Source: an optimization exercise on an open RTL-to-GDS flow (aim: small area). Production flows keep margins and buffers that such runs may drop.
The RTL was checked by simulation tests, not by an equivalence proof against the original design.
No activity file was given, so power comes from the tool's default toggle rates.

## robotIoController
module robotIoController
#(
	parameter int unsigned ticksPerMicrosecond = 50
)
(
	input  logic OSC_FPGA,
	input  logic reset_i,
	input  logic PSEL_i,
	input  logic PENABLE_i,
	input  logic PWRITE_i,
	input  logic [hostBusPkg::busAddrWidth-1:0] PADDR_i,
	input  logic [hostBusPkg::busDataWidth-1:0] PWDATA_i,
	output logic [hostBusPkg::busDataWidth-1:0] PRDATA_o,
	input  logic rcLeftMotor_i,
	input  logic rcRightMotor_i,
	input  logic rcCamPan_i,
	input  logic rcCamTilt_i,
	input  logic encoderLeftA_i,
	input  logic encoderLeftB_i,
	input  logic encoderRightA_i,
	input  logic encoderRightB_i,
	output logic motorLeftPpm_o,
	output logic motorRightPpm_o,
	output logic camPanPpm_o,
	output logic camTiltPpm_o,
	output logic alarm_o
);
	logic motorOverride;
	logic cameraOverride;
	logic [percentWidth-1:0] leftMotorPercent;
	logic [percentWidth-1:0] rightMotorPercent;
	logic [percentWidth-1:0] camPanPercent;
	logic [percentWidth-1:0] camTiltPercent;
	logic [encoderCountWidth-1:0] encoderLeftCount;
	logic [encoderCountWidth-1:0] encoderRightCount;
	logic [7:0] unitLow;
	logic pulseEarly;
	logic pulseWindow;
	logic widthLoad;
	commandRegisters commandRegs
	(
		.OSC_FPGA(OSC_FPGA),
		.reset_i(reset_i),
		.PSEL_i(PSEL_i),
		.PENABLE_i(PENABLE_i),
		.PWRITE_i(PWRITE_i),
		.PADDR_i(PADDR_i),
		.PWDATA_i(PWDATA_i),
		.encoderLeftCount_i(encoderLeftCount),
		.encoderRightCount_i(encoderRightCount),
		.PRDATA_o(PRDATA_o),
		.motorOverride_o(motorOverride),
		.cameraOverride_o(cameraOverride),
		.alarm_o(alarm_o),
		.leftMotorPercent_o(leftMotorPercent),
		.rightMotorPercent_o(rightMotorPercent),
		.camPanPercent_o(camPanPercent),
		.camTiltPercent_o(camTiltPercent)
	);
	rcFrameTimer frameTimer
	(
		.OSC_FPGA(OSC_FPGA),
		.reset_i(reset_i),
		.unitLow_o(unitLow),
		.pulseEarly_o(pulseEarly),
		.pulseWindow_o(pulseWindow),
		.widthLoad_o(widthLoad)
	);
	rcServoChannel leftMotorChannel
	(
		.OSC_FPGA(OSC_FPGA),
		.reset_i(reset_i),
		.unitLow_i(unitLow),
		.pulseEarly_i(pulseEarly),
		.pulseWindow_i(pulseWindow),
		.widthLoad_i(widthLoad),
		.percent_i(leftMotorPercent),
		.override_i(motorOverride),
		.rcPassthrough_i(rcLeftMotor_i),
		.ppm_o(motorLeftPpm_o)
	);
	rcServoChannel rightMotorChannel
	(
		.OSC_FPGA(OSC_FPGA),
		.reset_i(reset_i),
		.unitLow_i(unitLow),
		.pulseEarly_i(pulseEarly),
		.pulseWindow_i(pulseWindow),
  ...
Settings: LEC_CHECK=0, CAP_MARGIN=0, CORE_MARGIN=2, CORE_UTILIZATION=55, PLACE_DENSITY=0.75, SLEW_MARGIN=0; clock period 10.0 ns.
standard.sh (not shown) runs the stock make flow with config.mk's settings and CLKGATE_MAP_FILE= SYNTH_SCRIPT=/design/flow/synth_recipe.tcl, a recipe that flattens the netlist after the stock synthesis.
==> flow/flow/run.sh <==
#!/bin/bash
# Standard ORFS layout with three changes:
#  - ABC maps for area (strash; dch -f; amap -m) instead of the stock scripts,
#    and full/half adders are not pre-extracted (ADDER_MAP_FILE empty);
#    flip-flop mapping and everything else in synthesis is unchanged.
#  - port buffers use sky130_fd_sc_hd__buf_1
#  - CTS options from flow/cts_args.txt when present
set -eo pipefail
HERE=$(pwd)
mkdir -p logs
rm -rf scripts
cp -r "$FLOW_HOME/scripts" scripts
cp flow/abc_area.script scripts/abc_area.script
EXTRA=()
if [[ -f flow/cts_args.txt ]]; then
  EXTRA+=("CTS_ARGS=$(cat flow/cts_args.txt)")
fi
bash standard.sh SCRIPTS_DIR="$HERE/scripts" ABC_AREA=1 ADDER_MAP_FILE= \
  BUFFER_PORTS_ARGS="-buffer_cell sky130_fd_sc_hd__buf_1" "${EXTRA[@]}" finish > logs/standard.log 2>&1
==> flow/flow/abc_area.script <==
strash
dch -f
amap -m
==> flow/flow/cts_args.txt <==
-sink_clustering_enable -repair_clock_nets -dont_use_dummy_load -buf_list sky130_fd_sc_hd__clkbuf_8
==> next run, changes <==
==> flow/flow/cts_args.txt (replaced) <==
-sink_clustering_enable -repair_clock_nets -dont_use_dummy_load -buf_list sky130_fd_sc_hd__clkbuf_8 -sink_clustering_size 24 -sink_clustering_max_diameter 60 -sink_clustering_levels 1
- PLACE_DENSITY: 0.75 -> not set
Count of clock-buffer cells in the layout does not change; worst setup slack loses 0.012 ns; area after synthesis stays the same; worst hold slack stays flat; global-route usage increases by 1.5 points; total power is about the same; utilization decreases by 0.16 points.
==> next run, changes <==
==> flow/flow/cts_args.txt (replaced) <==
-sink_clustering_enable -repair_clock_nets -dont_use_dummy_load -buf_list sky130_fd_sc_hd__clkbuf_8
- CORE_UTILIZATION: 55 -> 70
Result:
- maximum frequency fell by 0.59%
- non-clock buffer count rose by 3
- final cell count fell by 3.1%
- sequential power stays flat
==> next run, changes <==
- CAP_MARGIN: 0 -> 20
- CORE_UTILIZATION: 70 -> 55
- SLEW_MARGIN: 0 -> 20
=> The new run ran to the end with no violations; final area rose by 0.55%; die area climbs by 26%; critical path depth is unchanged; routed wire length came out higher by 2.9%; core utilization decreases by 17 points; register-to-register slack is better by 0.08 ns; maximum frequency climbs by 0.95%; cell count went up by 3.3%; sequential share of layout area came out lower by 0.23 points; non-clock buffer count decreases by 2.

[static timing again, ports no longer ideal]
In the flow no input, the clock included, has a driving cell. The finished layouts below were timed again as built, in two steps. Step 1 assumes that a clkbuf_16 drives the clock port and a buf_2 every other input. Step 2 also shifts input and output timing later by t, the mid clock arrival at the registers, as if the neighbouring blocks saw the same clock. Three values: no drivers, after step 1, after step 2; two values: the first two.
run | t, ns | slack for setup (ns) | worst register clock-pin slew, ns | pins driven straight from the clock port
the first run | 0.495 | 1.057 / 1.057 / 1.057 | 0.09 / 0.09 | 1
the second run | 0.491 | 1.046 / 1.046 / 1.046 | 0.10 / 0.10 | 1
the third run | 0.500 | 0.992 / 0.992 / 0.992 | 0.10 / 0.10 | 1
the fourth run | 0.492 | 1.077 / 1.077 / 1.077 | 0.10 / 0.10 | 1
After both steps setup and hold are still met in every run listed.
